Context: an optimization exercise on an open-source flow, tuned for small area and a short achievable clock period. The choices shown serve that exercise and are no tape-out recipe. The RTL was checked by simulation tests, not by an equivalence proof against the original design. Power figures rest on the tool's default switching activity, not on a simulated workload.

// default_peripheral_system
module default_peripheral_system (
	input  logic        clock,
	input  logic        rst,
	input  logic        irq_cfg_req,
	input  logic [5:0]  irq_cfg_entry,
	input  logic        irq_cfg_valid,
	input  logic        irq_cfg_mask,
	input  logic [1:0]  irq_cfg_level,
	input  logic        req,
	input  logic        rw,
	input  logic [31:0] addr,
	input  logic [31:0] wdata,
	output logic        busy,
	output logic        valid,
	output logic [31:0] rdata,
	output logic        irq_req,
	output logic [5:0]  irq_num,
	input  logic        irq_ack,
	input  logic [63:0] irq_src,
	output logic        sci_txd,
	input  logic        sci_rxd
);
	logic        timer_match;
	logic        sci_rx_event;
	logic [63:0] irq_events;
	logic        rst_q;
	logic        timer_wr;
	logic        sci_wr;
	logic        sci_rd;
	logic [1:0]  offset;
	logic [31:0] wdata_q;
	logic [31:0] timer_rdata;
	logic [31:0] sci_rdata;
	always_comb begin
		irq_events                          = irq_src;
		irq_events[dps_pkg::IRQ_NUM_TIMER]  = irq_src[dps_pkg::IRQ_NUM_TIMER] | timer_match;
		irq_events[dps_pkg::IRQ_NUM_SCI_RX] = irq_src[dps_pkg::IRQ_NUM_SCI_RX] | sci_rx_event;
	end
	always_ff @(posedge clock) begin
		rst_q <= rst;
	end
	dps_bus_ctrl bus_ctrl_i (
		.clock       (clock),
		.rst         (rst),
		.req         (req),
		.rw          (rw),
  ...
clock: 85.0 ns
lec_check: 0
cap_margin: 20
core_margin: 2
core_utilization: 40
slew_margin: 20
standard.sh (not shown) runs the stock make flow with config.mk's settings and CLKGATE_MAP_FILE= SYNTH_SCRIPT=/design/flow/synth_recipe.tcl, a recipe that flattens the netlist after the stock synthesis.
==> flow/flow/run.sh <==
#!/bin/bash
set -euo pipefail
export BUFFER_PORTS_ARGS="-buffer_cell sky130_fd_sc_hd__buf_1"
export SETUP_SLACK_MARGIN=67
bash standard.sh > standard.log 2>&1
Rerun with:
==> flow/flow/run.sh (replaced) <==
#!/bin/bash
# Standard layout, with plain buffers on the ports.
set -euo pipefail
export BUFFER_PORTS_ARGS="-buffer_cell sky130_fd_sc_hd__buf_1"
bash standard.sh > standard.log 2>&1
--- a/flow/config.mk
+++ b/flow/config.mk
@@ -9,3 +9,4 @@
 export CORE_MARGIN = 2
 export CORE_UTILIZATION = 40
+export CTS_BUF_LIST = sky130_fd_sc_hd__clkbuf_4 sky130_fd_sc_hd__clkbuf_8
 export SLEW_MARGIN = 20
Result: Via count decreases slightly; design area falls by a few percent; combinational power came out lower by about a fifth; worst setup slack loses 0.25 ns; non-clock buffer count decreases by 48; count of clock-buffer cells in the layout is higher by 57.
Rerun with:
==> flow/flow/run.sh (replaced) <==
#!/bin/bash
# Standard layout, with plain buffers on the ports and a lighter clock tree
# (no dummy loads, larger sink clusters).
set -euo pipefail
export BUFFER_PORTS_ARGS="-buffer_cell sky130_fd_sc_hd__buf_1"
export CTS_ARGS="-sink_clustering_enable -repair_clock_nets -dont_use_dummy_load -buf_list {sky130_fd_sc_hd__clkbuf_16} -sink_clustering_size 24 -sink_clustering_max_diameter 60"
bash standard.sh > standard.log 2>&1
--- a/flow/config.mk
+++ b/flow/config.mk
@@ -8,5 +8,5 @@
 export CAP_MARGIN = 20
 export CORE_MARGIN = 2
-export CORE_UTILIZATION = 40
-export CTS_BUF_LIST = sky130_fd_sc_hd__clkbuf_4 sky130_fd_sc_hd__clkbuf_8
+export CORE_UTILIZATION = 65
+export PLACE_DENSITY = 0.75
 export SLEW_MARGIN = 20
Effect: Routed wire length goes down by roughly a tenth. First-iteration DRC count goes up by a quarter to a third. Clock power goes down by a quarter to a third. Synthesized area is unchanged. Final cell count goes down by roughly a tenth. Worst hold slack got worse by 0.045 ns. Non-clock buffer count goes down by 3.
Rerun with:
==> flow/flow/run.sh (replaced) <==
#!/bin/bash
# Standard layout, with plain buffers on the ports and a lighter clock tree
# (no dummy loads, larger sink clusters).
set -euo pipefail
export BUFFER_PORTS_ARGS="-buffer_cell sky130_fd_sc_hd__buf_1"
export CTS_ARGS="-sink_clustering_enable -repair_clock_nets -dont_use_dummy_load -buf_list {sky130_fd_sc_hd__clkbuf_8 sky130_fd_sc_hd__clkbuf_16} -sink_clustering_size 30 -sink_clustering_max_diameter 80"
bash standard.sh > standard.log 2>&1
What happened:
- final area falls by 1.8%
- routed wire length falls by 1.1%
- clock-buffer cell count falls by 16
- hold slack gets better by 0.031 ns
- synthesized area stays the same
- global-route usage falls by 0.47 points
- combinational power barely changes
- sequential share of layout area rises by 0.92 points
- synthesized cell count stays the same

========
Another version of the RTL of default_peripheral_system (not shown whole).
For scale: about 1700 cells after synthesis, ~450 flip-flops, roughly 18000 sq um of cells after synthesis.
==> flow/config.mk <==
export PLATFORM = sky130hd
export DESIGN_NAME = default_peripheral_system
export DESIGN_NICKNAME = default_peripheral_system
export VERILOG_FILES = /design/flow/design.v
export SDC_FILE = /design/flow/constraint.sdc
export NUM_CORES = 4
export LEC_CHECK = 0
export CAP_MARGIN = 20
export CORE_MARGIN = 2
export CORE_UTILIZATION = 65
export PLACE_DENSITY = 0.75
export SLEW_MARGIN = 20
==> flow/constraint.sdc <==
create_clock -name core_clock -period 85.0 [get_ports {clock}]
set_input_delay 17.0000 -clock core_clock [delete_from_list [all_inputs] [get_ports {clock}]]
set_output_delay 17.0000 -clock core_clock [all_outputs]
set_load 0.01 [all_outputs]
==> flow/flow/run.sh <==
#!/bin/bash
# The standard layout (standard.sh) with these changes:
# - synthesis maps the logic with an area-oriented ABC script (flow/abc_area.script,
#   used in place of ORFS's abc_speed.script); the flops and their names are the
#   standard synthesis's, as only the combinational logic goes through ABC;
# - the ports get plain buf_1 buffers instead of the delay cell buffer_ports picks;
# - clock tree synthesis without dummy loads and with larger sink clusters.
# Each step's full output is in the logs under orfs/logs and in *.log here.
set -euo pipefail
here=$(pwd)
rm -rf "$here/abc_scripts"
cp -r "$FLOW_HOME/scripts" "$here/abc_scripts"
cp "$here/flow/abc_area.script" "$here/abc_scripts/abc_speed.script"
export BUFFER_PORTS_ARGS="-buffer_cell sky130_fd_sc_hd__buf_1"
export CTS_ARGS="-sink_clustering_enable -repair_clock_nets -dont_use_dummy_load -buf_list {sky130_fd_sc_hd__clkbuf_16} -root_buf sky130_fd_sc_hd__clkbuf_16 -sink_clustering_buffer sky130_fd_sc_hd__clkbuf_8 -sink_clustering_size 20 -sink_clustering_max_diameter 50"
export SETUP_SLACK_MARGIN=66.8
export SETUP_MOVE_SEQUENCE="sizeup,swap"
SCRIPTS_DIR="$here/abc_scripts" bash standard.sh synth > synth.log 2>&1
bash standard.sh > standard.log 2>&1
==> flow/flow/abc_area.script <==
&get -n
&st
&deepsyn -T 60
&dch -f
&nf -R 1000 -p -F 8 -A 4 -a
&st
&deepsyn -T 60
&dch -f
&nf -R 1000 -p -F 8 -A 4 -a
&put
buffer -c
topo
stime -c
upsize -c
dnsize -c
The first run passed the timing, DRC and antenna checks.
Edit:
--- a/flow/flow/run.sh
+++ b/flow/flow/run.sh
@@ -13,5 +13,5 @@
 cp "$here/flow/abc_area.script" "$here/abc_scripts/abc_speed.script"
 export BUFFER_PORTS_ARGS="-buffer_cell sky130_fd_sc_hd__buf_1"
-export CTS_ARGS="-sink_clustering_enable -repair_clock_nets -dont_use_dummy_load -buf_list {sky130_fd_sc_hd__clkbuf_16} -root_buf sky130_fd_sc_hd__clkbuf_16 -sink_clustering_buffer sky130_fd_sc_hd__clkbuf_8 -sink_clustering_size 20 -sink_clustering_max_diameter 50"
+export CTS_ARGS="-sink_clustering_enable -repair_clock_nets -dont_use_dummy_load -buf_list {sky130_fd_sc_hd__clkbuf_8 sky130_fd_sc_hd__clkbuf_16} -sink_clustering_size 30 -sink_clustering_max_diameter 80"
 export SETUP_SLACK_MARGIN=66.8
 export SETUP_MOVE_SEQUENCE="sizeup,swap"
- CAP_MARGIN: 20 -> 0
- SLEW_MARGIN: 20 -> 0
The new run completed with no timing, DRC or antenna violations.
Sequential share of layout area came out higher by 0.36 points.
Core utilization falls by 0.47 points.
Non-clock buffer count is unchanged.
Hold slack gets worse by 0.022 ns.
Die area does not change.
Routed wire length is lower by 0.72%.
Clock skew is lower by 0.026 ns.
Edit:
--- a/flow/flow/run.sh
+++ b/flow/flow/run.sh
@@ -13,5 +13,5 @@
 cp "$here/flow/abc_area.script" "$here/abc_scripts/abc_speed.script"
 export BUFFER_PORTS_ARGS="-buffer_cell sky130_fd_sc_hd__buf_1"
-export CTS_ARGS="-sink_clustering_enable -repair_clock_nets -dont_use_dummy_load -buf_list {sky130_fd_sc_hd__clkbuf_8 sky130_fd_sc_hd__clkbuf_16} -sink_clustering_size 30 -sink_clustering_max_diameter 80"
+export CTS_ARGS="-sink_clustering_enable -repair_clock_nets -dont_use_dummy_load -buf_list {sky130_fd_sc_hd__clkbuf_8 sky130_fd_sc_hd__clkbuf_16} -sink_clustering_size 36 -sink_clustering_max_diameter 70"
 export SETUP_SLACK_MARGIN=66.8
 export SETUP_MOVE_SEQUENCE="sizeup,swap"
- CAP_MARGIN: 0 -> 20
- SLEW_MARGIN: 0 -> 20
The new run completed with no timing, DRC or antenna violations.
Wire length increases by 0.80%.
Final area increases by 0.51%.
Fmax barely changes.
Synthesized cell count is unchanged.
Setup slack gets better by 0.013 ns.
Critical path depth is unchanged.
Edit:
--- a/flow/flow/run.sh
+++ b/flow/flow/run.sh
@@ -13,5 +13,5 @@
 cp "$here/flow/abc_area.script" "$here/abc_scripts/abc_speed.script"
 export BUFFER_PORTS_ARGS="-buffer_cell sky130_fd_sc_hd__buf_1"
-export CTS_ARGS="-sink_clustering_enable -repair_clock_nets -dont_use_dummy_load -buf_list {sky130_fd_sc_hd__clkbuf_8 sky130_fd_sc_hd__clkbuf_16} -sink_clustering_size 36 -sink_clustering_max_diameter 70"
+export CTS_ARGS="-sink_clustering_enable -repair_clock_nets -dont_use_dummy_load -buf_list {sky130_fd_sc_hd__clkbuf_8 sky130_fd_sc_hd__clkbuf_16} -sink_clustering_size 30 -sink_clustering_max_diameter 80"
 export SETUP_SLACK_MARGIN=66.8
 export SETUP_MOVE_SEQUENCE="sizeup,swap"
Effect: Cell count barely changes; power drops slightly; non-clock buffer count is unchanged; combinational power barely changes; count of clock-buffer cells in the layout drops by 3.

-- separate check: timing with driven ports --
The results above use ideal ports. As a check the final layouts listed here were re-extracted and re-timed, cells and wires unchanged. Step 1: set_driving_cell puts a clkbuf_16 on clock and a buf_2 on each other input, an assumption about the parent block. Step 2 times the ports against the registers' clock, not the clock port: input delays grow and output delays shrink by t, the midpoint of the rising clock arrivals with the driver on. Slacks: ideal ports / drivers / drivers and shift; pairs: ideal ports / drivers.
| run | t, ns | setup WS [ns] | hold slack, ns | clock arrival spread, ns | worst register clock-pin slew, ns |
|---|---|---|---|---|---|
| the first run of note 1 | 0.661 | 66.787 / 66.722 / 66.267 | 0.351 / 0.351 / 0.351 | 0.021 / 0.021 | 0.07 / 0.07 |
| the second run of note 1 | 0.733 | 66.536 / 66.479 / 66.107 | 0.355 / 0.355 / 0.355 | 0.055 / 0.056 | 0.07 / 0.07 |
| the third run of note 1 | 0.565 | 66.672 / 66.694 / 66.139 | 0.310 / 0.310 / 0.310 | 0.043 / 0.042 | 0.08 / 0.08 |
| the fourth run of note 1 | 0.596 | 66.714 / 66.661 / 66.146 | 0.341 / 0.341 / 0.341 | 0.040 / 0.040 | 0.12 / 0.12 |
| the first run of note 2 | 0.547 | 66.708 / 66.677 / 66.175 | 0.362 / 0.362 / 0.362 | 0.070 / 0.070 | 0.11 / 0.11 |
| the second run of note 2 | 0.585 | 66.706 / 66.651 / 66.203 | 0.340 / 0.340 / 0.340 | 0.041 / 0.041 | 0.11 / 0.11 |
| the third run of note 2 | 0.591 | 66.719 / 66.666 / 66.168 | 0.342 / 0.342 / 0.342 | 0.060 / 0.060 | 0.12 / 0.12 |
| the fourth run of note 2 | 0.587 | 66.708 / 66.655 / 66.210 | 0.339 / 0.339 / 0.339 | 0.041 / 0.040 | 0.12 / 0.12 |
After both steps setup and hold are still met in every run listed. For the fourth run of note 1, which loses most, drivers alone change the setup slack by -0.053 ns; drivers and shift together by -0.568 ns.
